What follows belongs to an exercise in optimizing a design on an open flow for small area, a short achievable clock period and few clock cycles; a production flow would make more cautious choices.
At most, simulation tests tie the RTL to the original design; equivalence was not proved.
The RTL of run 3 was laid out without a check of its function.

## flow/design.v (module list and top-level ports; edited modules follow where they fit)
// module fp32_mac_core: 659 lines
// module ks_add: 32 lines
// module and_pfx: 16 lines
// module inc_pfx: 17 lines
// module lzc32: 28 lines
// module mul_tree: 696 lines
module fp32_mac_core #(
   parameter logic [31:0] CANON_NAN = 32'h7FC00000
) (
   input  logic        CLK_I,
   input  logic        RSTL_I,
   input  logic        IN_VALID_I,
   input  logic [95:0] IN_DATA_I,
   output logic        IN_READY_O,
   output logic        OUT_VALID_O,
   input  logic        OUT_READY_I,
   output logic [31:0] OUT_DATA_O,
   output logic        OVERRUN_O
);
  // ...
==> flow/flow/run.sh <==
#!/bin/bash
# The standard layout (standard.sh: the standard synthesis and ORFS flow, unchanged), with
#  - a tighter setup target for the timing repair steps: repair_timing works until the setup
#    slack at the fixed 10 ns clock is at least SETUP_SLACK_MARGIN (flow/margin.txt);
#  - the smallest buffer cell for the port buffers (every port still gets its buffer; repair
#    may resize them).
set -euo pipefail
MARGIN=$(cat flow/margin.txt)
bash standard.sh SETUP_SLACK_MARGIN=$MARGIN "BUFFER_PORTS_ARGS=-buffer_cell sky130_fd_sc_hd__buf_1" finish > standard_flow.log 2>&1
==> flow/flow/margin.txt <==
6.3
==> flow/standard.sh <==
#!/bin/bash
# synth_recipe.tcl (not shown) runs the flow's synth.tcl, then flattens the netlist and writes it again
# the make line also repeats each setting of config.mk as NAME=value (left out here)
make -C /OpenROAD-flow-scripts/flow DESIGN_CONFIG=/design/flow/config.mk WORK_HOME=/design/flow/orfs CLKGATE_MAP_FILE= SYNTH_SCRIPT=/design/flow/synth_recipe.tcl "${@:-finish}"
==> flow/config.mk <==
export PLATFORM = sky130hd
export DESIGN_NAME = fp32_mac_core
export DESIGN_NICKNAME = fp32_mac_core
export VERILOG_FILES = /design/flow/design.v
export SDC_FILE = /design/flow/constraint.sdc
export NUM_CORES = 4
export LEC_CHECK = 0
export CAP_MARGIN = 20
export CORE_MARGIN = 2
export CORE_UTILIZATION = 40
export CTS_BUF_LIST = sky130_fd_sc_hd__clkbuf_8
export CTS_CLUSTER_DIAMETER = 80
export CTS_CLUSTER_SIZE = 14
export SLEW_MARGIN = 20
==> flow/constraint.sdc <==
create_clock -name core_clock -period 10.0 [get_ports {CLK_I}]
set_input_delay 2.0000 -clock core_clock [delete_from_list [all_inputs] [get_ports {CLK_I}]]
set_output_delay 2.0000 -clock core_clock [all_outputs]
set_load 0.01 [all_outputs]
==> flow_metrics.py, run 1 <==
metrics = {
    "run_status": {
        "status": "finished clean",
    },
    "drt": {
        "vias_per_cell": 5.504,
        "wl_met3_mm": 5.045,
        "wl_met2_mm": 49.07,
    },
    "logic_synthesis": {
        "synth_commonest_cells": "inv_1 (358), edfxtp_1 (314), xnor2_1 (270), nand2_1 (264), ha_1 (200)",
        "async_flop_share_pct": 2.579,
        "synth.avg_cell_area_um2": 9.921,
    },
    "clocking": {
        "clock-root-buffer": "clkbuf_8",
        "worstSkewPairLatency_ns": 0.72,
        "numCtsBuffers": 49,
        "clock-sinks": 504,
    },
    "min_path": {
        "min_path_cells": 0,
    },
    "sta": {
        "drv_slew": 0,
        "final_hold_viol_count": 0,
        "layout_setup_ws_ns": 6.380,
        "finalCritPeriodShare_pct": 36.20,
        "fin_skew_ns": 0.03951,
        "grt_setup_unrepaired": "yes",
        "fin_setup_tns_ns": 0,
        "tightest_slew_ns": 1.152,
    },
    "worst_setup_path": {
        "cp_slowest_cell": "a311oi_2",
        "critPathTopFamily": "simple AND/OR/NAND/NOR gates",
        "crit_path_cell_trace": "inv_1, ha_1, nand3_1, nor2_1, nand2_1, a311oi_2, nor3b_2, buf_4, nor2_1, a221oi_1, xnor2_1",
        "setup.worst_path.start": "cc3[22]$_DFFE_PP_",
    },
    "layout": {
        "drive_above_1_share_pct": 8.491,
        "mostFrequentLayoutCell": "inv_1",
        "seq_share_pct": 33.10,
        "layout.non_clock_inverters": 362,
    },
    "floorplan": {
        "tapCellCount": 1186,
    },
    "global_route": {
        "use_met2_pct": 36.43,
    },
    "placement": {
        "portBuffers": 134,
    },
}
Testbench counts, summed over its fixed seeds: cycles 4,848.
==> run 2: changes to the inputs <==
==> flow/flow/margin.txt (replaced) <==
6.4
==> run 2 against run 1 <==
Via count grew 0.52%. Non-clock buffer count grew 13. Count of clock-buffer cells in the layout fell by 1. Largest cell class unchanged.
==> flow_metrics.py, run 2 <==
metrics = {
    "worst_setup_path": {
        "startpoint_type": "register",
        "end_kind": "register",
        "path_class": "register to register",
        "regToRegSetupSlack_ns": 6.51,
        "cp.required_ns": 10.57,
        "critPathArrivalTime_ns": 4.06,
        "crit_fanout": 25,
    },
    "layout": {
        "fin_util_pct": 44.27,
        "area_delta_synth_final_pct": 9.853,
        "final_cell_mix": "inv_1 (378), edfxtp_1 (314), xnor2_1 (268), nand2_1 (263), ha_1 (184)",
        "reg.largest.list": "c2 x34, s2 x34",
        "nNetsFinal": 4255,
        "mostFrequentLayoutCell": "inv_1",
        "fin_area_um2": 40460,
        "drive_above_1_share_pct": 9.022,
    },
    "logic_synthesis": {
        "synthSimpleGateAreaFrac_pct": 12.19,
        "synth_edf_count": 314,
        "synth.avg_cell_area_um2": 9.921,
        "yosysTopAreaCell": "edfxtp_1",
        "synth_commonest_cells": "inv_1 (358), edfxtp_1 (314), xnor2_1 (270), nand2_1 (264), ha_1 (200)",
        "synth_top_area_share_pct": 25.60,
        "synth_nets": 4194,
        "synth_seq_cells": 504,
        "synth_mux_area_share_pct": 5.446,
        "ys_types": 99,
        "synth_top_family_by_area": "adder cells",
        "synthFlopType": "edfxtp_1",
        "async_flop_share_pct": 2.579,
        "yosysWarnings": 21,
        "synthCells": 3712,
        "synth_compound_area_share_pct": 14.58,
        "synth.most_common_cell": "inv_1",
        "synth-adder-area-share_pct": 16.77,
        "ys_seq_area_share_pct": 36.11,
        "synth_area_um2": 36830,
        "synthXorXnorAreaFrac_pct": 8.959,
        "synth_area_leaders": "edfxtp_1 (26%), fa_1 (9.9%), dfxtp_1 (9.6%)",
    },
    "sta": {
        "fin_skew_ns": 0.04191,
        "drv_slew": 0,
        "slew-limit-headroom_pct": 21.66,
        "max_freq_mhz": 286.7,
        "min_period_ns": 3.488,
        "setup_viol_count_final": 0,
        "hold_slack_ns": 0.3733,
        "grt_setup_unrepaired": "yes",
        "tightest_slew_ns": 1.173,
        "fin_setup_tns_ns": 0,
        "final_hold_viol_count": 0,
        "finalCritPeriodShare_pct": 34.88,
    },
    "clocking": {
        "worstSkewPairLatency_ns": 0.71,
        "clock-sinks": 504,
        "clock-root-buffer": "clkbuf_8",
        "numCtsBuffers": 48,
        "hold_buffers": 0,
        "h-tree-depth": 2,
        "clk_pin_slew_ns": 0.10,
        "cts.path.max_buffers": 3,
        "cts_tree": "yes",
    },
    "min_path": {
        "hold_class": "register to register",
    },
    "job": {
        "max_cap_viol_count": 0,
    },
    "drt": {
        "routed_wl_mm": 98.73,
        "ant_nets": 0,
        "drcViolationCount": 0,
        "firstDrtPassIters": 6,
        "wl_per_cell_um": 19.74,
        "vias": 27610,
        "vias_per_cell": 5.521,
        "drtIter0Drc": 2087,
    },
    "run_status": {
        "status": "finished clean",
    },
    "placement": {
        "place_hpwl_mm": 73.10,
        "placed_area_um2": 38400,
        "portBuffers": 134,
        "place_congestion": 0.9187,
    },
    "floorplan": {
        "fp.dieW_um": 307.4,
        "start_util_pct": 40.30,
        "core-area_um2": 91390,
        "rows": 111,
        "dieArea_um2": 94510,
        "die_height_um": 307.4,
        "num_io_pins": 135,
    },
    "global_route": {
        "grt_antenna_before_repair": 3,
        "grtUsageTotal_pct": 20.57,
        "grt_pass1_vias": 27707,
        "grt_start_max_net_pins": 68,
        "grt_overflow": 0,
        "grt_pass1_wl_mm": 155.2,
    },
}
run 2: cell families after synthesis:
group / count (synthesis)
and+or+nand+nor: 900
AOI/OAI and AO/OA: 788
buffers and inverters: 568
DFF: 504
adders and majority gates: 385
xor gates and xnor gates: 375
muxes: 192
run 2: area by class of cell:
class	instances	area, um^2
sequential	504	13310
multi-input combinational	2643	22060
timing repair inverter	1	5.005
antenna	2	5.005
inverter	361	1365
clock buffer	48	660.6
tap	1186	1484
clock inverter	42	274.0
fill	8912	50930
timing repair buffer	214	1287
run 2: path summary, 6_finish.rpt:
kind	startpoint	endpoint	cells after the start
min	c[18]$_DFFE_PN_	cc2[18]$_DFF_P_	0
min in group asynchronous	RSTL_I	v2_q$_DFF_PN0_	1
min reg2reg	c[18]$_DFFE_PN_	cc2[18]$_DFF_P_	0
max reg2reg	bd[19]$_SDFF_PP0_	c2[29]$_DFF_P_	6
max in group asynchronous	RSTL_I	OUT_VALID_O$_DFF_PN0_	1
max	bd[19]$_SDFF_PP0_	c2[29]$_DFF_P_	6
run 2: through the flow:
stage / cells / setup WS [ns]
after floorplan: 3712 / 5.935
final: 5001 / 6.512
after global routing: 5001 / 6.330
after detailed placement: 4861 / 5.453
after global placement: 4861 / 5.504
after CTS: 4971 / 6.334
run 2: worst max-delay path, cell delays in order (launching register included):
cell	delay (ns)
dfxtp_1	1.10
a221oi_1	0.24
fa_1	0.47
fa_1	0.46
fa_1	0.53
inv_1	0.06
fa_1	0.49
run 2: routing by layer:
metal	routed length, um	vias to the layer above	part of all wire (%)	GRT usage (%)
met3	4600	175	4.7	2.374
met1	41440	13443	42	25.75
met2	49700	738	50	36.65
li1	-	13254	-	-
met4	2986	0	3.0	7.067
met5	0	-	0	0
run 2: what timing repair did:
| action | CTS | global route |
|---|---|---|
| pin swaps | 15 | 24 |
| setup buffers | 16 | 24 |
| cloned | 4 | 3 |
| setup endpoints to repair | 186 | 104 |
| gates resized for setup | 63 | 73 |
==> module fp32_mac_core, before the edit <==
module fp32_mac_core #(
   parameter logic [31:0] CANON_NAN = 32'h7FC00000
) (
   input  logic        CLK_I,
   input  logic        RSTL_I,
   input  logic        IN_VALID_I,
   input  logic [95:0] IN_DATA_I,
   output logic        IN_READY_O,
   output logic        OUT_VALID_O,
   input  logic        OUT_READY_I,
   output logic [31:0] OUT_DATA_O,
   output logic        OVERRUN_O
);
   localparam logic [1:0] K_NUM = 2'd0, K_NAN = 2'd1, K_INF = 2'd2, K_ZERO = 2'd3;
   logic       valid_prev;
   logic       rise, acc, take;
   logic [2:0] cnt_q, cnt_n;    
   logic       v0_q, v1_q, v2_q, v3_q, v4_q, v5_q;
   logic       en_o, en5, en4, en3;
   assign rise  = IN_VALID_I & ~valid_prev;
   assign acc   = rise & IN_READY_O;
   assign take  = OUT_VALID_O & OUT_READY_I;
   assign cnt_n = cnt_q + {2'd0, acc} - {2'd0, take};
   assign en_o = ~OUT_VALID_O;
   assign en5  = ~v5_q | en_o;
   assign en4  = ~v4_q | en5;
   assign en3  = ~v3_q | en4;
   always_ff @(posedge CLK_I or negedge RSTL_I) begin
      if (!RSTL_I) begin
         valid_prev  <= 1'b1;
         IN_READY_O  <= 1'b1;
         OVERRUN_O   <= 1'b0;
         OUT_VALID_O <= 1'b0;
         cnt_q       <= 3'd0;
         v0_q        <= 1'b0;
         v1_q        <= 1'b0;
         v2_q        <= 1'b0;
         v3_q        <= 1'b0;
         v4_q        <= 1'b0;
         v5_q        <= 1'b0;
      end else begin
         valid_prev <= IN_VALID_I;
         if (rise & ~IN_READY_O) OVERRUN_O <= 1'b1;
         cnt_q      <= cnt_n;
         IN_READY_O <= ~cnt_n[2];
         v0_q       <= acc;
         v1_q       <= v0_q;
         v2_q       <= v1_q;
         if (en3) v3_q <= v2_q;
         if (en4) v4_q <= v3_q;
         else if (en5) v4_q <= 1'b0;
         if (en5) v5_q <= v4_q;
         else if (en_o) v5_q <= 1'b0;
         if (en_o) OUT_VALID_O <= v5_q;
         else if (OUT_READY_I) OUT_VALID_O <= 1'b0;
      end
   end
   logic [31:0] a, c;
   logic [31:13] b;
   logic [19:0] bd;
   function automatic logic [2:0] booth(input logic [2:0] x);
      booth[0] = x[1] ^ x[0];
      booth[1] = (x[2] & ~x[1] & ~x[0]) | (~x[2] & x[1] & x[0]);
      booth[2] = x[2];
   endfunction
   logic [19:0] bd_lo, bd_hi;
   logic [13:0] blx;      
   logic [12:0] bhx;      
   assign blx = {1'b0, IN_DATA_I[44:32], 1'b0};
   assign bhx = {2'b01, b[22:13], 1'b0};
   always_comb begin
      for (int i = 0; i < 6; i++) begin
         bd_lo[3*i +: 3] = booth(blx[2*i +: 3]);
         bd_hi[3*i +: 3] = booth(bhx[2*i +: 3]);
      end
      bd_lo[19:18] = booth({1'b0, blx[13:12]}) & 2'b11;
      bd_hi[19:18] = 2'b00;
   end
   always_ff @(posedge CLK_I) begin
      if (!v0_q) begin
         a <= IN_DATA_I[31:0];
         b <= IN_DATA_I[63:45];
         c <= IN_DATA_I[95:64];
      end
      bd <= v0_q ? bd_hi : bd_lo;
   end
   logic [23:0] am;
   logic        v1;
   logic [47:0] p0s, p0c;       
   logic [47:0] ts, tc;
   logic [251:0] tx;
   assign am = {1'b1, a[22:0]};
   assign v1 = v1_q;
   assign tx[0] = (((bd[0] & am[0])) ^ bd[2]);
   assign tx[1] = (((bd[0] & am[1]) | (bd[1] & am[0])) ^ bd[2]);
   assign tx[2] = (((bd[0] & am[2]) | (bd[1] & am[1])) ^ bd[2]);
   assign tx[3] = (((bd[0] & am[3]) | (bd[1] & am[2])) ^ bd[2]);
   assign tx[4] = (((bd[0] & am[4]) | (bd[1] & am[3])) ^ bd[2]);
   assign tx[5] = (((bd[0] & am[5]) | (bd[1] & am[4])) ^ bd[2]);
   assign tx[6] = (((bd[0] & am[6]) | (bd[1] & am[5])) ^ bd[2]);
   assign tx[7] = (((bd[0] & am[7]) | (bd[1] & am[6])) ^ bd[2]);
   assign tx[8] = (((bd[0] & am[8]) | (bd[1] & am[7])) ^ bd[2]);
   assign tx[9] = (((bd[0] & am[9]) | (bd[1] & am[8])) ^ bd[2]);
   assign tx[10] = (((bd[0] & am[10]) | (bd[1] & am[9])) ^ bd[2]);
   assign tx[11] = (((bd[0] & am[11]) | (bd[1] & am[10])) ^ bd[2]);
   assign tx[12] = (((bd[0] & am[12]) | (bd[1] & am[11])) ^ bd[2]);
   assign tx[13] = (((bd[0] & am[13]) | (bd[1] & am[12])) ^ bd[2]);
   assign tx[14] = (((bd[0] & am[14]) | (bd[1] & am[13])) ^ bd[2]);
   assign tx[15] = (((bd[0] & am[15]) | (bd[1] & am[14])) ^ bd[2]);
   assign tx[16] = (((bd[0] & am[16]) | (bd[1] & am[15])) ^ bd[2]);
   assign tx[17] = (((bd[0] & am[17]) | (bd[1] & am[16])) ^ bd[2]);
   assign tx[18] = (((bd[0] & am[18]) | (bd[1] & am[17])) ^ bd[2]);
   assign tx[19] = (((bd[0] & am[19]) | (bd[1] & am[18])) ^ bd[2]);
   assign tx[20] = (((bd[0] & am[20]) | (bd[1] & am[19])) ^ bd[2]);
   assign tx[21] = (((bd[0] & am[21]) | (bd[1] & am[20])) ^ bd[2]);
   assign tx[22] = (((bd[0] & am[22]) | (bd[1] & am[21])) ^ bd[2]);
   assign tx[23] = (((bd[0] & am[23]) | (bd[1] & am[22])) ^ bd[2]);
   assign tx[24] = (((bd[1] & am[23])) ^ bd[2]);
   assign tx[25] = bd[2];
   assign tx[26] = ~bd[2];
   assign tx[27] = (((bd[3] & am[0])) ^ bd[5]);
   assign tx[28] = (((bd[3] & am[1]) | (bd[4] & am[0])) ^ bd[5]);
   assign tx[29] = (((bd[3] & am[2]) | (bd[4] & am[1])) ^ bd[5]);
   assign tx[30] = (((bd[3] & am[3]) | (bd[4] & am[2])) ^ bd[5]);
   assign tx[31] = (((bd[3] & am[4]) | (bd[4] & am[3])) ^ bd[5]);
   assign tx[32] = (((bd[3] & am[5]) | (bd[4] & am[4])) ^ bd[5]);
   assign tx[33] = (((bd[3] & am[6]) | (bd[4] & am[5])) ^ bd[5]);
   assign tx[34] = (((bd[3] & am[7]) | (bd[4] & am[6])) ^ bd[5]);
   assign tx[35] = (((bd[3] & am[8]) | (bd[4] & am[7])) ^ bd[5]);
   assign tx[36] = (((bd[3] & am[9]) | (bd[4] & am[8])) ^ bd[5]);
   assign tx[37] = (((bd[3] & am[10]) | (bd[4] & am[9])) ^ bd[5]);
   assign tx[38] = (((bd[3] & am[11]) | (bd[4] & am[10])) ^ bd[5]);
   assign tx[39] = (((bd[3] & am[12]) | (bd[4] & am[11])) ^ bd[5]);
   assign tx[40] = (((bd[3] & am[13]) | (bd[4] & am[12])) ^ bd[5]);
   assign tx[41] = (((bd[3] & am[14]) | (bd[4] & am[13])) ^ bd[5]);
   assign tx[42] = (((bd[3] & am[15]) | (bd[4] & am[14])) ^ bd[5]);
   assign tx[43] = (((bd[3] & am[16]) | (bd[4] & am[15])) ^ bd[5]);
   assign tx[44] = (((bd[3] & am[17]) | (bd[4] & am[16])) ^ bd[5]);
   assign tx[45] = (((bd[3] & am[18]) | (bd[4] & am[17])) ^ bd[5]);
   assign tx[46] = (((bd[3] & am[19]) | (bd[4] & am[18])) ^ bd[5]);
   assign tx[47] = (((bd[3] & am[20]) | (bd[4] & am[19])) ^ bd[5]);
   assign tx[48] = (((bd[3] & am[21]) | (bd[4] & am[20])) ^ bd[5]);
   assign tx[49] = (((bd[3] & am[22]) | (bd[4] & am[21])) ^ bd[5]);
   assign tx[50] = (((bd[3] & am[23]) | (bd[4] & am[22])) ^ bd[5]);
   assign tx[51] = (((bd[4] & am[23])) ^ bd[5]);
   assign tx[52] = bd[5];
   assign tx[53] = ~bd[5];
   assign tx[54] = (((bd[6] & am[0])) ^ bd[8]);
   assign tx[55] = (((bd[6] & am[1]) | (bd[7] & am[0])) ^ bd[8]);
   assign tx[56] = (((bd[6] & am[2]) | (bd[7] & am[1])) ^ bd[8]);
   assign tx[57] = (((bd[6] & am[3]) | (bd[7] & am[2])) ^ bd[8]);
   assign tx[58] = (((bd[6] & am[4]) | (bd[7] & am[3])) ^ bd[8]);
   assign tx[59] = (((bd[6] & am[5]) | (bd[7] & am[4])) ^ bd[8]);
   assign tx[60] = (((bd[6] & am[6]) | (bd[7] & am[5])) ^ bd[8]);
   assign tx[61] = (((bd[6] & am[7]) | (bd[7] & am[6])) ^ bd[8]);
   assign tx[62] = (((bd[6] & am[8]) | (bd[7] & am[7])) ^ bd[8]);
   assign tx[63] = (((bd[6] & am[9]) | (bd[7] & am[8])) ^ bd[8]);
   assign tx[64] = (((bd[6] & am[10]) | (bd[7] & am[9])) ^ bd[8]);
   assign tx[65] = (((bd[6] & am[11]) | (bd[7] & am[10])) ^ bd[8]);
   assign tx[66] = (((bd[6] & am[12]) | (bd[7] & am[11])) ^ bd[8]);
   assign tx[67] = (((bd[6] & am[13]) | (bd[7] & am[12])) ^ bd[8]);
   assign tx[68] = (((bd[6] & am[14]) | (bd[7] & am[13])) ^ bd[8]);
   assign tx[69] = (((bd[6] & am[15]) | (bd[7] & am[14])) ^ bd[8]);
   assign tx[70] = (((bd[6] & am[16]) | (bd[7] & am[15])) ^ bd[8]);
   assign tx[71] = (((bd[6] & am[17]) | (bd[7] & am[16])) ^ bd[8]);
   assign tx[72] = (((bd[6] & am[18]) | (bd[7] & am[17])) ^ bd[8]);
   assign tx[73] = (((bd[6] & am[19]) | (bd[7] & am[18])) ^ bd[8]);
   assign tx[74] = (((bd[6] & am[20]) | (bd[7] & am[19])) ^ bd[8]);
   assign tx[75] = (((bd[6] & am[21]) | (bd[7] & am[20])) ^ bd[8]);
   assign tx[76] = (((bd[6] & am[22]) | (bd[7] & am[21])) ^ bd[8]);
   assign tx[77] = (((bd[6] & am[23]) | (bd[7] & am[22])) ^ bd[8]);
   assign tx[78] = (((bd[7] & am[23])) ^ bd[8]);
   assign tx[79] = bd[8];
   assign tx[80] = ~bd[8];
   assign tx[81] = (((bd[9] & am[0])) ^ bd[11]);
   assign tx[82] = (((bd[9] & am[1]) | (bd[10] & am[0])) ^ bd[11]);
   assign tx[83] = (((bd[9] & am[2]) | (bd[10] & am[1])) ^ bd[11]);
   assign tx[84] = (((bd[9] & am[3]) | (bd[10] & am[2])) ^ bd[11]);
   assign tx[85] = (((bd[9] & am[4]) | (bd[10] & am[3])) ^ bd[11]);
   assign tx[86] = (((bd[9] & am[5]) | (bd[10] & am[4])) ^ bd[11]);
   assign tx[87] = (((bd[9] & am[6]) | (bd[10] & am[5])) ^ bd[11]);
   assign tx[88] = (((bd[9] & am[7]) | (bd[10] & am[6])) ^ bd[11]);
   assign tx[89] = (((bd[9] & am[8]) | (bd[10] & am[7])) ^ bd[11]);
   assign tx[90] = (((bd[9] & am[9]) | (bd[10] & am[8])) ^ bd[11]);
   assign tx[91] = (((bd[9] & am[10]) | (bd[10] & am[9])) ^ bd[11]);
   assign tx[92] = (((bd[9] & am[11]) | (bd[10] & am[10])) ^ bd[11]);
   assign tx[93] = (((bd[9] & am[12]) | (bd[10] & am[11])) ^ bd[11]);
   assign tx[94] = (((bd[9] & am[13]) | (bd[10] & am[12])) ^ bd[11]);
   assign tx[95] = (((bd[9] & am[14]) | (bd[10] & am[13])) ^ bd[11]);
   assign tx[96] = (((bd[9] & am[15]) | (bd[10] & am[14])) ^ bd[11]);
   assign tx[97] = (((bd[9] & am[16]) | (bd[10] & am[15])) ^ bd[11]);
   assign tx[98] = (((bd[9] & am[17]) | (bd[10] & am[16])) ^ bd[11]);
   assign tx[99] = (((bd[9] & am[18]) | (bd[10] & am[17])) ^ bd[11]);
   assign tx[100] = (((bd[9] & am[19]) | (bd[10] & am[18])) ^ bd[11]);
   assign tx[101] = (((bd[9] & am[20]) | (bd[10] & am[19])) ^ bd[11]);
   assign tx[102] = (((bd[9] & am[21]) | (bd[10] & am[20])) ^ bd[11]);
   assign tx[103] = (((bd[9] & am[22]) | (bd[10] & am[21])) ^ bd[11]);
   assign tx[104] = (((bd[9] & am[23]) | (bd[10] & am[22])) ^ bd[11]);
   assign tx[105] = (((bd[10] & am[23])) ^ bd[11]);
   assign tx[106] = bd[11];
   assign tx[107] = ~bd[11];
   assign tx[108] = (((bd[12] & am[0])) ^ bd[14]);
   assign tx[109] = (((bd[12] & am[1]) | (bd[13] & am[0])) ^ bd[14]);
   assign tx[110] = (((bd[12] & am[2]) | (bd[13] & am[1])) ^ bd[14]);
   assign tx[111] = (((bd[12] & am[3]) | (bd[13] & am[2])) ^ bd[14]);
   assign tx[112] = (((bd[12] & am[4]) | (bd[13] & am[3])) ^ bd[14]);
   assign tx[113] = (((bd[12] & am[5]) | (bd[13] & am[4])) ^ bd[14]);
   assign tx[114] = (((bd[12] & am[6]) | (bd[13] & am[5])) ^ bd[14]);
   assign tx[115] = (((bd[12] & am[7]) | (bd[13] & am[6])) ^ bd[14]);
   assign tx[116] = (((bd[12] & am[8]) | (bd[13] & am[7])) ^ bd[14]);
   assign tx[117] = (((bd[12] & am[9]) | (bd[13] & am[8])) ^ bd[14]);
   assign tx[118] = (((bd[12] & am[10]) | (bd[13] & am[9])) ^ bd[14]);
   assign tx[119] = (((bd[12] & am[11]) | (bd[13] & am[10])) ^ bd[14]);
   assign tx[120] = (((bd[12] & am[12]) | (bd[13] & am[11])) ^ bd[14]);
   assign tx[121] = (((bd[12] & am[13]) | (bd[13] & am[12])) ^ bd[14]);
   assign tx[122] = (((bd[12] & am[14]) | (bd[13] & am[13])) ^ bd[14]);
   assign tx[123] = (((bd[12] & am[15]) | (bd[13] & am[14])) ^ bd[14]);
   assign tx[124] = (((bd[12] & am[16]) | (bd[13] & am[15])) ^ bd[14]);
   assign tx[125] = (((bd[12] & am[17]) | (bd[13] & am[16])) ^ bd[14]);
   assign tx[126] = (((bd[12] & am[18]) | (bd[13] & am[17])) ^ bd[14]);
   assign tx[127] = (((bd[12] & am[19]) | (bd[13] & am[18])) ^ bd[14]);
   assign tx[128] = (((bd[12] & am[20]) | (bd[13] & am[19])) ^ bd[14]);
   assign tx[129] = (((bd[12] & am[21]) | (bd[13] & am[20])) ^ bd[14]);
   assign tx[130] = (((bd[12] & am[22]) | (bd[13] & am[21])) ^ bd[14]);
   assign tx[131] = (((bd[12] & am[23]) | (bd[13] & am[22])) ^ bd[14]);
   assign tx[132] = (((bd[13] & am[23])) ^ bd[14]);
   assign tx[133] = bd[14];
   assign tx[134] = ~bd[14];
   assign tx[135] = (((bd[15] & am[0])) ^ bd[17]);
   assign tx[136] = (((bd[15] & am[1]) | (bd[16] & am[0])) ^ bd[17]);
   assign tx[137] = (((bd[15] & am[2]) | (bd[16] & am[1])) ^ bd[17]);
   assign tx[138] = (((bd[15] & am[3]) | (bd[16] & am[2])) ^ bd[17]);
   assign tx[139] = (((bd[15] & am[4]) | (bd[16] & am[3])) ^ bd[17]);
   assign tx[140] = (((bd[15] & am[5]) | (bd[16] & am[4])) ^ bd[17]);
   assign tx[141] = (((bd[15] & am[6]) | (bd[16] & am[5])) ^ bd[17]);
   assign tx[142] = (((bd[15] & am[7]) | (bd[16] & am[6])) ^ bd[17]);
   assign tx[143] = (((bd[15] & am[8]) | (bd[16] & am[7])) ^ bd[17]);
   assign tx[144] = (((bd[15] & am[9]) | (bd[16] & am[8])) ^ bd[17]);
   assign tx[145] = (((bd[15] & am[10]) | (bd[16] & am[9])) ^ bd[17]);
   assign tx[146] = (((bd[15] & am[11]) | (bd[16] & am[10])) ^ bd[17]);
   assign tx[147] = (((bd[15] & am[12]) | (bd[16] & am[11])) ^ bd[17]);
   assign tx[148] = (((bd[15] & am[13]) | (bd[16] & am[12])) ^ bd[17]);
   assign tx[149] = (((bd[15] & am[14]) | (bd[16] & am[13])) ^ bd[17]);
   assign tx[150] = (((bd[15] & am[15]) | (bd[16] & am[14])) ^ bd[17]);
   assign tx[151] = (((bd[15] & am[16]) | (bd[16] & am[15])) ^ bd[17]);
   assign tx[152] = (((bd[15] & am[17]) | (bd[16] & am[16])) ^ bd[17]);
   assign tx[153] = (((bd[15] & am[18]) | (bd[16] & am[17])) ^ bd[17]);
   assign tx[154] = (((bd[15] & am[19]) | (bd[16] & am[18])) ^ bd[17]);
   assign tx[155] = (((bd[15] & am[20]) | (bd[16] & am[19])) ^ bd[17]);
   assign tx[156] = (((bd[15] & am[21]) | (bd[16] & am[20])) ^ bd[17]);
   assign tx[157] = (((bd[15] & am[22]) | (bd[16] & am[21])) ^ bd[17]);
   assign tx[158] = (((bd[15] & am[23]) | (bd[16] & am[22])) ^ bd[17]);
   assign tx[159] = (((bd[16] & am[23])) ^ bd[17]);
   assign tx[160] = bd[17];
   assign tx[161] = ~bd[17];
   assign tx[162] = (p0s[13] & v1);
   assign tx[163] = (p0s[14] & v1);
   assign tx[164] = (p0s[15] & v1);
   assign tx[165] = (p0s[16] & v1);
   assign tx[166] = (p0s[17] & v1);
   assign tx[167] = (p0s[18] & v1);
   assign tx[168] = (p0s[19] & v1);
   assign tx[169] = (p0s[20] & v1);
   assign tx[170] = (p0s[21] & v1);
   assign tx[171] = (p0s[22] & v1);
   assign tx[172] = (p0s[23] & v1);
   assign tx[173] = (p0s[24] & v1);
   assign tx[174] = ((bd[18] & am[0])) | (p0s[25] & v1);
   assign tx[175] = ((bd[18] & am[1]) | (bd[19] & am[0])) | (p0s[26] & v1);
   assign tx[176] = ((bd[18] & am[2]) | (bd[19] & am[1])) | (p0s[27] & v1);
   assign tx[177] = ((bd[18] & am[3]) | (bd[19] & am[2])) | (p0s[28] & v1);
   assign tx[178] = ((bd[18] & am[4]) | (bd[19] & am[3])) | (p0s[29] & v1);
   assign tx[179] = ((bd[18] & am[5]) | (bd[19] & am[4])) | (p0s[30] & v1);
   assign tx[180] = ((bd[18] & am[6]) | (bd[19] & am[5])) | (p0s[31] & v1);
   assign tx[181] = ((bd[18] & am[7]) | (bd[19] & am[6])) | (p0s[32] & v1);
   assign tx[182] = ((bd[18] & am[8]) | (bd[19] & am[7])) | (p0s[33] & v1);
   assign tx[183] = ((bd[18] & am[9]) | (bd[19] & am[8])) | (p0s[34] & v1);
   assign tx[184] = ((bd[18] & am[10]) | (bd[19] & am[9])) | (p0s[35] & v1);
   assign tx[185] = ((bd[18] & am[11]) | (bd[19] & am[10])) | (p0s[36] & v1);
   assign tx[186] = ((bd[18] & am[12]) | (bd[19] & am[11])) | (p0s[37] & v1);
   assign tx[187] = ((bd[18] & am[13]) | (bd[19] & am[12])) | (p0s[38] & v1);
   assign tx[188] = ((bd[18] & am[14]) | (bd[19] & am[13])) | (p0s[39] & v1);
   assign tx[189] = ((bd[18] & am[15]) | (bd[19] & am[14])) | (p0s[40] & v1);
   assign tx[190] = ((bd[18] & am[16]) | (bd[19] & am[15])) | (p0s[41] & v1);
   assign tx[191] = ((bd[18] & am[17]) | (bd[19] & am[16])) | (p0s[42] & v1);
   assign tx[192] = ((bd[18] & am[18]) | (bd[19] & am[17])) | (p0s[43] & v1);
   assign tx[193] = ((bd[18] & am[19]) | (bd[19] & am[18])) | (p0s[44] & v1);
   assign tx[194] = ((bd[18] & am[20]) | (bd[19] & am[19])) | (p0s[45] & v1);
   assign tx[195] = ((bd[18] & am[21]) | (bd[19] & am[20])) | (p0s[46] & v1);
   assign tx[196] = ((bd[18] & am[22]) | (bd[19] & am[21])) | (p0s[47] & v1);
   assign tx[197] = ((bd[18] & am[23]) | (bd[19] & am[22]));
   assign tx[198] = ((bd[19] & am[23]));
   assign tx[199] = (p0c[13] & v1);
   assign tx[200] = (p0c[14] & v1);
   assign tx[201] = (p0c[15] & v1);
   assign tx[202] = (p0c[16] & v1);
   assign tx[203] = (p0c[17] & v1);
   assign tx[204] = (p0c[18] & v1);
   assign tx[205] = (p0c[19] & v1);
   assign tx[206] = (p0c[20] & v1);
   assign tx[207] = (p0c[21] & v1);
   assign tx[208] = (p0c[22] & v1);
   assign tx[209] = (p0c[23] & v1);
   assign tx[210] = (p0c[24] & v1);
   assign tx[211] = (p0c[25] & v1);
   assign tx[212] = (p0c[26] & v1);
   assign tx[213] = (p0c[27] & v1);
   assign tx[214] = (p0c[28] & v1);
   assign tx[215] = (p0c[29] & v1);
   assign tx[216] = (p0c[30] & v1);
   assign tx[217] = (p0c[31] & v1);
   assign tx[218] = (p0c[32] & v1);
   assign tx[219] = (p0c[33] & v1);
   assign tx[220] = (p0c[34] & v1);
   assign tx[221] = (p0c[35] & v1);
   assign tx[222] = (p0c[36] & v1);
   assign tx[223] = (p0c[37] & v1);
   assign tx[224] = (p0c[38] & v1);
   assign tx[225] = (p0c[39] & v1);
   assign tx[226] = (p0c[40] & v1);
   assign tx[227] = (p0c[41] & v1);
   assign tx[228] = (p0c[42] & v1);
   assign tx[229] = (p0c[43] & v1);
   assign tx[230] = (p0c[44] & v1);
   assign tx[231] = (p0c[45] & v1);
   assign tx[232] = (p0c[46] & v1);
   assign tx[233] = (p0c[47] & v1);
   assign tx[234] = 1'b1;
   assign tx[235] = 1'b1;
   assign tx[236] = 1'b1;
   assign tx[237] = 1'b1;
   assign tx[238] = 1'b1;
   assign tx[239] = 1'b1;
   assign tx[240] = 1'b1;
   assign tx[241] = 1'b1;
   assign tx[242] = 1'b1;
   assign tx[243] = 1'b1;
   assign tx[244] = 1'b1;
   assign tx[245] = 1'b1;
   assign tx[246] = 1'b1;
   assign tx[247] = 1'b1;
   assign tx[248] = 1'b1;
   assign tx[249] = 1'b1;
   assign tx[250] = 1'b1;
   assign tx[251] = 1'b1;
   mul_tree u_tree (.x(tx), .s(ts), .c(tc));
   always_ff @(posedge CLK_I) begin
      p0s <= ts;
      p0c <= tc;
   end
   logic [12:0] lo13;
   logic        lo13_c;
   ks_add #(13, 4) u_lo13 (.a(p0s[12:0]), .b(p0c[12:0]), .ci(1'b0), .s(lo13), .co(lo13_c));
   logic blo_zero;
   always_ff @(posedge CLK_I) begin
      blo_zero <= (bd == 20'd0);
   end
   logic a_zero, b_zero, c_zero, a_inf, b_inf, c_inf, a_nan, b_nan, c_nan;
   logic mul_sign;
   logic [1:0] kind_m;
   logic       ksign_m, kill_m;
   logic [9:0] ep_m;
   logic [10:0] t_m;
   assign a_zero   = (a[30:23] == 8'h00);
   assign b_zero   = (b[30:23] == 8'h00);
   assign c_zero   = (c[30:23] == 8'h00);
   assign a_inf    = (a[30:23] == 8'hFF) && (a[22:0] == 23'd0);
   assign b_inf    = (b[30:23] == 8'hFF) && (b[22:13] == 10'd0) && blo_zero;
   assign c_inf    = (c[30:23] == 8'hFF) && (c[22:0] == 23'd0);
   assign a_nan    = (a[30:23] == 8'hFF) && (a[22:0] != 23'd0);
   assign b_nan    = (b[30:23] == 8'hFF) && !b_inf;
   assign c_nan    = (c[30:23] == 8'hFF) && (c[22:0] != 23'd0);
   assign mul_sign = a[31] ^ b[31];
   assign ep_m     = {2'b00, a[30:23]} + {2'b00, b[30:23]} - 10'd127;
   logic [10:0] t1;
   always_ff @(posedge CLK_I) begin
      t1 <= {3'b000, c[30:23]} + 11'd127 - {3'b000, a[30:23]} - {3'b000, b[30:23]};
   end
   assign t_m      = t1;
   always_comb begin
      kind_m  = K_NUM;
      ksign_m = 1'b0;
      kill_m  = 1'b0;
      if (a_nan || b_nan || c_nan || (a_inf && b_zero) || (b_inf && a_zero) ||
          ((a_inf || b_inf) && c_inf && (mul_sign != c[31])))
         kind_m = K_NAN;
      else if (a_inf || b_inf) begin
         kind_m = K_INF; ksign_m = mul_sign;
      end else if (c_inf) begin
         kind_m = K_INF; ksign_m = c[31];
      end else if (a_zero || b_zero) begin
         if (c_zero) begin
            kind_m = K_ZERO; ksign_m = c[31];
         end else
            kill_m = 1'b1;
      end
   end
   logic [14:0] sk_m;        
   logic [2:0] dp_m, dz_m;
   always_comb begin
      for (int k = 0; k < 3; k++) begin
         logic [10:0] d, m;
         d = t_m - 11'(k);
         m = d[10] ? (11'd0 - d) : d;
         sk_m[5*k +: 5] = (m > 11'd31) ? 5'd31 : m[4:0];
         dp_m[k] = ~d[10] & (d != 11'd0);
         dz_m[k] = (d == 11'd0);
      end
   end
   logic [34:0] s2, c2;
   logic        cy2, st2;
   logic [9:0]  ep2;
   logic [14:0] sk2;
   logic [2:0]  dp2, dz2;
   logic        ps2;
   logic [31:0] cc2;
   logic [1:0]  kind2;
   logic        ks2, kill2;
   always_ff @(posedge CLK_I) begin
      s2    <= ts[34:0];
      c2    <= tc[34:0];
      cy2   <= lo13_c;
      st2   <= |lo13;
      ep2   <= ep_m;
      sk2   <= sk_m;
      dp2   <= dp_m;
      dz2   <= dz_m;
      ps2   <= mul_sign;
      cc2   <= c;
      kind2 <= kind_m;
      ks2   <= ksign_m;
      kill2 <= kill_m;
   end
   logic [34:0] q;             
   logic        q_co;
   logic        pr_ovf;
   logic [22:0] pr_r;
   logic [23:0] rm;
   ks_add #(35, 6) u_qadd (.a(s2), .b(c2), .ci(cy2), .s(q), .co(q_co));
   logic [23:0] m1, m0;
   logic        inc1, inc0;
   logic [22:0] r1, r0;
   assign m1   = q[34:11];
   assign m0   = q[33:10];
   logic [9:0] zd;
   logic       nz10, nz9;
   always_comb begin
      zd[0] = (s2[0] ^ c2[0]) ~^ cy2;
      for (int i = 1; i < 10; i++)
         zd[i] = (s2[i] ^ c2[i]) ~^ (s2[i-1] | c2[i-1]);
   end
   assign nz10 = ~(&zd[9:0]);    
   assign nz9  = ~(&zd[8:0]);    
   assign inc1 = q[10] & (nz10 | st2 | m1[0]);
   assign inc0 = q[9]  & (nz9  | st2 | m0[0]);
   logic [34:0] hp, hg;
   logic [34:11] hh;           
   logic [9:0]  lo10;
   logic [22:0] pa1, pa0;      
   logic        c10, c11;
   logic        a11, a10;      
   logic [23:0] ta1, ta0;      
   assign hp = s2 ^ c2;
   assign hg = s2 & c2;
   always_comb
      for (int k = 11; k < 35; k++) hh[k] = hp[k] ^ hg[k-1];
   ks_add #(10, 4) u_c10 (.a(s2[9:0]), .b(c2[9:0]), .ci(cy2), .s(lo10), .co(c10));
   and_pfx #(23, 5) u_pa1 (.a(hh[34:12]), .p(pa1));
   and_pfx #(23, 5) u_pa0 (.a(hh[33:11]), .p(pa0));
   assign c11 = hg[10] | (hp[10] & c10);
   assign a11 = hp[11] ^ c11;
   assign a10 = hp[10] ^ c10;
   always_comb begin
      ta1[0] = 1'b1;
      ta0[0] = 1'b1;
      ta1[1] = a11;
      ta0[1] = a10;
      for (int i = 2; i < 24; i++) begin
         ta1[i] = a11 & pa1[i-2];
         ta0[i] = a10 & pa0[i-2];
      end
   end
   assign r1     = q[33:11] ^ (ta1[22:0] & {23{inc1}});
   assign r0     = q[32:10] ^ (ta0[22:0] & {23{inc0}});
   assign pr_r   = q[34] ? r1 : r0;
   assign pr_ovf = q[34] ? (inc1 & ta1[23] & hh[34]) : (inc0 & ta0[23] & hh[33]);
   assign rm = {1'b1, pr_r};
   logic [4:0] sha, shb;
   logic       dpa, dpb, dza, dzb;
   always_comb begin
      if (q[34]) begin
         sha = sk2[9:5];   dpa = dp2[1]; dza = dz2[1];
         shb = sk2[14:10]; dpb = dp2[2]; dzb = dz2[2];
      end else begin
         sha = sk2[4:0];   dpa = dp2[0]; dza = dz2[0];
         shb = sk2[9:5];   dpb = dp2[1]; dzb = dz2[1];
      end
   end
   logic [23:0] rm3;
   logic [9:0]  ep3;
   logic        n3, ovf3;
   logic        ps3;
   logic [31:0] cc3;
   logic [1:0]  kind3;
   logic        ks3, kill3;
   logic        dpa3, dpb3, dza3, dzb3;
   logic [4:0]  sha3, shb3;
   always_ff @(posedge CLK_I) begin
      if (en3) begin
         rm3    <= rm;
         ep3    <= ep2;
         n3     <= q[34];
         ovf3   <= pr_ovf;
         ps3    <= ps2;
         cc3    <= cc2;
         kind3  <= kind2;
         ks3    <= ks2;
         kill3  <= kill2;
         dpa3   <= dpa;
         dpb3   <= dpb;
         dza3   <= dza;
         dzb3   <= dzb;
         sha3   <= sha;
         shb3   <= shb;
      end
   end
   logic [23:0] c_man, sm_in, lg_m;
   logic        c_nz, c_gt, c_bigger, sm_ok;
   logic [26:0] al_x, al_sh, al_mask, al_small;
   logic        al_st;
   logic [24:0] cmp_d;
   logic        cmp_co;
   logic       dpos3, dzero3;
   logic [4:0] sh3;
   logic [9:0] re3;
   assign dpos3  = ovf3 ? dpb3 : dpa3;
   assign dzero3 = ovf3 ? dzb3 : dza3;
   assign sh3    = ovf3 ? shb3 : sha3;
   assign re3    = ep3 + {9'd0, n3} + {9'd0, ovf3};
   assign c_nz  = (cc3[30:23] != 8'h00);
   assign c_man = {c_nz, cc3[22:0]};
   ks_add #(24, 5) u_cmp (.a(rm3), .b(~c_man), .ci(1'b1), .s(cmp_d[23:0]), .co(cmp_co));
   assign c_gt     = ~cmp_co;
   assign c_bigger = kill3 | (c_nz & (dpos3 | (dzero3 & c_gt)));
   assign sm_ok    = c_nz & ~kill3;
   assign sm_in   = (dpos3 ? rm3 : c_man) & {24{sm_ok}};
   assign al_x    = {sm_in, 3'b000};
   assign al_sh   = al_x >> sh3;
   assign al_mask = ~(27'h7FFFFFF << sh3);
   assign al_st   = |(al_x & al_mask);
   always_comb begin
      if (dzero3 & c_gt & sm_ok)
         al_small = {rm3, 3'b000};
      else
         al_small = {al_sh[26:1], al_sh[0] | al_st};
   end
   assign lg_m = c_bigger ? c_man : rm3;
   logic [23:0] lg4;
   logic [26:0] sm4;
   logic [9:0]  e4;
   logic        s4, sub4;
   logic [1:0]  kind4;
   logic        ks4;
   always_ff @(posedge CLK_I) begin
      if (en4) begin
         lg4   <= lg_m;
         sm4   <= al_small ^ {27{cc3[31] ^ ps3}};
         e4    <= c_bigger ? {2'b00, cc3[30:23]} : re3;
         s4    <= c_bigger ? cc3[31] : ps3;
         sub4  <= cc3[31] ^ ps3;
         kind4 <= kind3;
         ks4   <= ks3;
      end
   end
   logic [26:0] add_s;
   logic        add_co;
   logic [27:0] add_sum;
   logic [26:0] pre;
   logic [4:0]  lz;
   ks_add #(27, 5) u_add (.a({lg4, 3'b000}), .b(sm4), .ci(sub4), .s(add_s), .co(add_co));
   assign add_sum = {add_co & ~sub4, add_s};
   lzc32 u_lzc (.x({add_sum[26:0], 5'b10000}), .n(lz));
   logic [4:0]  lzu;
   assign lzu = add_sum[27] ? 5'd0 : lz;
   assign pre = add_sum[27] ? {add_sum[27:2], add_sum[1] | add_sum[0]} : add_sum[26:0];
   logic [26:0] pre5;
   logic [4:0]  lz5;
   logic        up5;
   logic [9:0]  e5;
   logic        s5;
   logic [1:0]  kind5;
   logic        ks5;
   always_ff @(posedge CLK_I) begin
      if (en5) begin
         pre5  <= pre;
         lz5   <= lzu;
         up5   <= add_sum[27];
         e5    <= e4;
         s5    <= s4;
         kind5 <= kind4;
         ks5   <= ks4;
      end
   end
   logic [26:0] norm;
   logic [9:0]  ne;
   logic        ne_co;
   logic [7:0]  ne_p1;
   logic [22:0] rn_r;
   logic        rn_inc, rn_ovf, zero5;
   logic        ge254, ge255, le0, ovr, unr;
   logic [7:0]  rnd_e;
   logic [31:0] res;
   logic [26:0] win;
   logic        long_sh;
   logic [22:0] sh_m;
   always_comb begin
      case (lz5[1:0])
         2'd0:    win = pre5;
         2'd1:    win = {pre5[25:0], 1'b0};
         default: win = {pre5[24:0], 2'b00};
      endcase
   end
   assign long_sh = (lz5 > 5'd2);
   assign norm    = pre5 << lz5;
   assign sh_m    = norm[25:3];
   assign rn_inc  = ~long_sh & win[2] & (win[1] | win[0] | win[3]);
   assign rn_ovf  = rn_inc & (&win[26:3]);
   logic [22:0] rw_r;
   inc_pfx #(23, 5) u_rinc (.a(win[25:3]), .ci(rn_inc), .s(rw_r));
   assign rn_r    = long_sh ? sh_m : rw_r;
   assign zero5 = (lz5 == 5'd27);
   ks_add #(10, 4) u_ne (.a(e5), .b(up5 ? 10'd0 : ~{5'd0, lz5}), .ci(1'b1), .s(ne), .co(ne_co));
   assign ne_p1 = ne[7:0] + 8'd1;
   assign ge255 = ~ne[9] & (ne[8] | (&ne[7:0]));
   assign ge254 = ~ne[9] & (ne[8] | (&ne[7:1]));
   assign le0   = ne[9] | (ne == 10'd0);
   assign ovr   = rn_ovf ? ge254 : ge255;
   assign unr   = rn_ovf ? ne[9] : le0;
   assign rnd_e = rn_ovf ? ne_p1 : ne[7:0];
   always_comb begin
      case (kind5)
         K_NAN:  res = CANON_NAN;
         K_INF:  res = {ks5, 8'hFF, 23'd0};
         K_ZERO: res = {ks5, 31'd0};
         default:
            if (zero5)
               res = 32'd0;
            else if (ovr)
               res = {s5, 8'hFF, 23'd0};
            else if (unr)
               res = {s5, 31'd0};
            else
               res = {s5, rnd_e, rn_r};
      endcase
   end
   always_ff @(posedge CLK_I) begin
      if (en_o) OUT_DATA_O <= res;
   end
endmodule
==> run 3: changes to the inputs <==
--- a/flow/design.v
+++ b/flow/design.v
@@ -398,3 +398,4 @@
    logic [14:0] sk_m;        
-   logic [2:0] dp_m, dz_m;
+   logic [2:0]  dp_m, dz_m;
+   logic [9:0]  base_m;      
    always_comb begin
@@ -408,2 +409,4 @@
       end
+      for (int k = 0; k < 2; k++)
+         base_m[5*k +: 5] = dp_m[k] ? sk_m[5*(k+1) +: 5] : sk_m[5*k +: 5];
    end
@@ -412,3 +415,3 @@
    logic [9:0]  ep2;
-   logic [14:0] sk2;
+   logic [9:0]  base2;
    logic [2:0]  dp2, dz2;
@@ -424,3 +427,3 @@
       ep2   <= ep_m;
-      sk2   <= sk_m;
+      base2 <= base_m;
       dp2   <= dp_m;
@@ -487,3 +490,3 @@
    assign rm = {1'b1, pr_r};
-   logic [4:0] sha, shb;
+   logic [4:0] base;
    logic       dpa, dpb, dza, dzb;
@@ -491,7 +494,7 @@
       if (q[34]) begin
-         sha = sk2[9:5];   dpa = dp2[1]; dza = dz2[1];
-         shb = sk2[14:10]; dpb = dp2[2]; dzb = dz2[2];
+         base = base2[9:5]; dpa = dp2[1]; dza = dz2[1];
+         dpb = dp2[2]; dzb = dz2[2];
       end else begin
-         sha = sk2[4:0];   dpa = dp2[0]; dza = dz2[0];
-         shb = sk2[9:5];   dpb = dp2[1]; dzb = dz2[1];
+         base = base2[4:0]; dpa = dp2[0]; dza = dz2[0];
+         dpb = dp2[1]; dzb = dz2[1];
       end
@@ -506,3 +509,3 @@
    logic        dpa3, dpb3, dza3, dzb3;
-   logic [4:0]  sha3, shb3;
+   logic [4:0]  base3;
    always_ff @(posedge CLK_I) begin
@@ -522,4 +525,3 @@
          dzb3   <= dzb;
-         sha3   <= sha;
-         shb3   <= shb;
+         base3  <= base;
       end
@@ -533,3 +535,3 @@
    logic       dpos3, dzero3;
-   logic [4:0] sh3;
+   logic       extra;
    logic [9:0] re3;
@@ -537,3 +539,3 @@
    assign dzero3 = ovf3 ? dzb3 : dza3;
-   assign sh3    = ovf3 ? shb3 : sha3;
+   assign extra  = dpa3 ^ ovf3;
    assign re3    = ep3 + {9'd0, n3} + {9'd0, ovf3};
@@ -545,10 +547,12 @@
    assign sm_ok    = c_nz & ~kill3;
-   assign sm_in   = (dpos3 ? rm3 : c_man) & {24{sm_ok}};
+   assign sm_in   = (dpa3 ? rm3 : c_man) & {24{sm_ok}};
    assign al_x    = {sm_in, 3'b000};
-   assign al_sh   = al_x >> sh3;
-   assign al_mask = ~(27'h7FFFFFF << sh3);
+   assign al_sh   = al_x >> base3;
+   assign al_mask = ~(27'h7FFFFFF << base3);
    assign al_st   = |(al_x & al_mask);
    always_comb begin
-      if (dzero3 & c_gt & sm_ok)
-         al_small = {rm3, 3'b000};
+      if (dzero3)
+         al_small = (c_gt & sm_ok) ? {rm3, 3'b000} : {c_man & {24{sm_ok}}, 3'b000};
+      else if (extra)
+         al_small = {1'b0, al_sh[26:2], al_sh[1] | al_sh[0] | al_st};
       else
==> flow/flow/margin.txt (replaced) <==
6.3
==> run 3 against run 2 <==
Flip-flop and latch count down 10. Via count increased by 2.6%. Setup slack lost 0.15 ns. Still clean on timing, DRC and antenna. Critical path depth increased by 6. Area after synthesis is 0.94% higher. Count of clock-buffer cells in the layout is 2 higher. Design area up 1.5%.
==> flow_metrics.py, run 3 <==
metrics = {
    "floorplan": {
        "rows": 111,
        "die_height_um": 308.9,
        "core-area_um2": 91940,
        "num_io_pins": 135,
        "dieArea_um2": 95390,
        "fp.dieW_um": 308.9,
        "start_util_pct": 40.43,
    },
    "drt": {
        "vias_per_cell": 5.567,
        "wl_per_cell_um": 20.11,
        "drtIter0Drc": 2277,
        "vias": 28320,
        "routed_wl_mm": 102.3,
        "ant_nets": 0,
        "firstDrtPassIters": 6,
        "drcViolationCount": 0,
    },
    "clocking": {
        "clock-sinks": 494,
        "cts.path.max_buffers": 3,
        "clock-root-buffer": "clkbuf_8",
        "numCtsBuffers": 47,
        "cts_tree": "yes",
        "h-tree-depth": 2,
        "worstSkewPairLatency_ns": 0.72,
        "clk_pin_slew_ns": 0.09,
    },
    "logic_synthesis": {
        "ys_seq_area_share_pct": 35.11,
        "synthCells": 3734,
        "yosysWarnings": 21,
        "synth_area_um2": 37170,
        "synth_area_leaders": "edfxtp_1 (25%), fa_1 (9.8%), dfxtp_1 (9.3%)",
        "synth.most_common_cell": "inv_1",
        "synthFlopType": "edfxtp_1",
        "synth_edf_count": 309,
        "synth_commonest_cells": "inv_1 (356), edfxtp_1 (309), xnor2_1 (251), nand2_1 (233), nor2_1 (205)",
        "yosysTopAreaCell": "edfxtp_1",
        "synth_nets": 4216,
        "synth_seq_cells": 494,
        "ys_types": 89,
        "synth_top_area_share_pct": 24.96,
        "synth.avg_cell_area_um2": 9.955,
        "async_flop_share_pct": 2.632,
    },
    "sta": {
        "drv_slew": 0,
        "grt_setup_unrepaired": "yes",
        "fin_skew_ns": 0.04376,
        "layout_setup_ws_ns": 6.357,
        "hold_slack_ns": 0.3727,
        "setup_viol_count_final": 0,
        "final_hold_viol_count": 0,
        "max_freq_mhz": 274.5,
        "min_period_ns": 3.643,
        "fin_setup_tns_ns": 0,
        "slew-limit-headroom_pct": 18.98,
        "tightest_slew_ns": 1.204,
        "finalCritPeriodShare_pct": 36.43,
    },
    "global_route": {
        "grt_antenna_before_repair": 5,
        "grt_pass1_wl_mm": 156.9,
        "grt_start_max_net_pins": 79,
        "grt_pass1_vias": 27812,
        "grtUsageTotal_pct": 20.80,
        "grt_overflow": 0,
    },
    "worst_setup_path": {
        "path_class": "register to register",
        "cp.required_ns": 10.50,
        "end_kind": "register",
        "rr_worst_depth": 12,
        "crit_fanout": 7,
        "critPathArrivalTime_ns": 4.14,
        "startpoint_type": "register",
    },
    "layout": {
        "fin_cells": 5087,
        "fin_area_um2": 41070,
        "drive_above_1_share_pct": 10.70,
        "nNetsFinal": 4286,
        "final_cell_mix": "inv_1 (371), edfxtp_1 (309), xnor2_1 (249), nand2_1 (228), nor2_1 (199)",
        "mostFrequentLayoutCell": "inv_1",
        "area_delta_synth_final_pct": 10.48,
        "reg.largest.list": "c2 x34, s2 x34",
        "nFillCells": 8891,
    },
    "placement": {
        "portBuffers": 134,
        "dp_slack_ns": 5.348,
        "placed_area_um2": 38980,
        "place_inst": 4936,
        "place_congestion": 0.9282,
        "place_hpwl_mm": 73.29,
    },
    "min_path": {
        "min_path_cells": 0,
        "hold_class": "register to register",
    },
    "run_status": {
        "status": "finished clean",
    },
    "job": {
        "max_cap_viol_count": 0,
    },
}
## run 3: worst paths after layout
path	startpoint	to	slack [ns]
min in group asynchronous	RSTL_I	OVERRUN_O$_DFFE_PN0P_	1.35
max in group asynchronous	RSTL_I	v1_q$_DFF_PN0_	8.09
worst min register to register	c[2]$_DFFE_PN_	cc2[2]$_DFF_P_	0.37
worst max register to register	lz5[0]$_SDFFCE_PP0N_	OUT_DATA_O[10]$_DFFE_PN_	6.36
worst min-delay path	c[2]$_DFFE_PN_	cc2[2]$_DFF_P_	0.37
worst max-delay path	lz5[0]$_SDFFCE_PP0N_	OUT_DATA_O[10]$_DFFE_PN_	6.36
## run 3: repair_timing
item / in CTS / in global routing
pin swaps: 12 / 29
setup endpoints to repair: 113 / 133
gates resized for setup: 38 / 80
hold buffers: 0 / 0
gates cloned: 6 / 5
hold endpoints to repair: 0 / 0
setup buffers: 20 / 30
## run 3: cell families after synthesis
logic type | count (synthesis) | synth area share [%]
multiplexers | 208 | 6.802
flip-flops | 494 | 35.11
AO/OA/AOI/OAI | 827 | 15.09
buffers and inverters | 581 | 5.934
AND/OR/NAND/NOR | 861 | 11.48
adder cells (fa/ha/maj) | 382 | 16.53
XOR/XNOR | 381 | 9.054
## run 3: worst max-delay path, stage by stage, from the launching register on
cell,delay (ns)
edfxtp_1,0.52
buf_12,0.20
buf_8,0.13
mux2_2,0.22
mux2i_2,0.09
or3_4,0.36
or3_4,0.40
nor4_4,0.35
buf_4,0.21
a21oi_4,0.05
or4b_4,0.54
buf_12,0.18
a2111oi_4,0.18
## run 3: per-layer routing
metal,track usage [%],vias up,share of wire (%)
li1,-,13427,-
met1,26.95,13657,42
met2,35.39,1022,48
met3,2.775,212,5.9
met4,7.891,2,3.4
met5,0,-,0.013
## run 3: final cells by class
class / instances / area [um^2] / area share, %
clock inverters: 36 / 310.3 / 0.7555
diodes: 3 / 7.507 / 0.01828
clock buffers: 50 / 688.2 / 1.676
inverters: 361 / 1369 / 3.333
repair buffers: 234 / 1439 / 3.503
well taps: 1243 / 1555 / 3.787
flip-flops and latches: 494 / 13060 / 31.80
multi-input cells: 2664 / 22630 / 55.11
repair inverters: 2 / 10.01 / 0.02437
## run 3: stage by stage
stage / utilization [%]
CTS: 43.92
global route: 44.67
finish: 44.67
global placement: 42.40
floorplan: -
detailed placement: 42.40

afterwards: timing with drivers on the ports:
In the flow no input, the clock included, has a driving cell. The finished layouts below were timed again as built, in two steps. Step 1 assumes that a clkbuf_16 drives the clock port and a buf_2 every other input. Step 2 adds t to the input delays and takes it off the output delays; t is the mean of the earliest and latest rising clock arrival at the registers after step 1. Input paths then give back, and output paths get back, about the clock's delay inside the block. Three values: no drivers, after step 1, after step 2; two values: the first two.
run	t (ns)	setup slack, ns	latest minus earliest clock arrival (ns)	pins driven straight from the clock port
run 1	0.761	6.380 / 6.380 / 6.380	0.042 / 0.042	1
run 2	0.752	6.512 / 6.460 / 6.394	0.043 / 0.043	1
run 3	0.756	6.357 / 6.355 / 6.145	0.052 / 0.052	1
After both steps setup and hold are still met in every run listed. For run 3, which loses most, drivers alone change the setup slack by -0.002 ns; drivers and shift together by -0.212 ns.
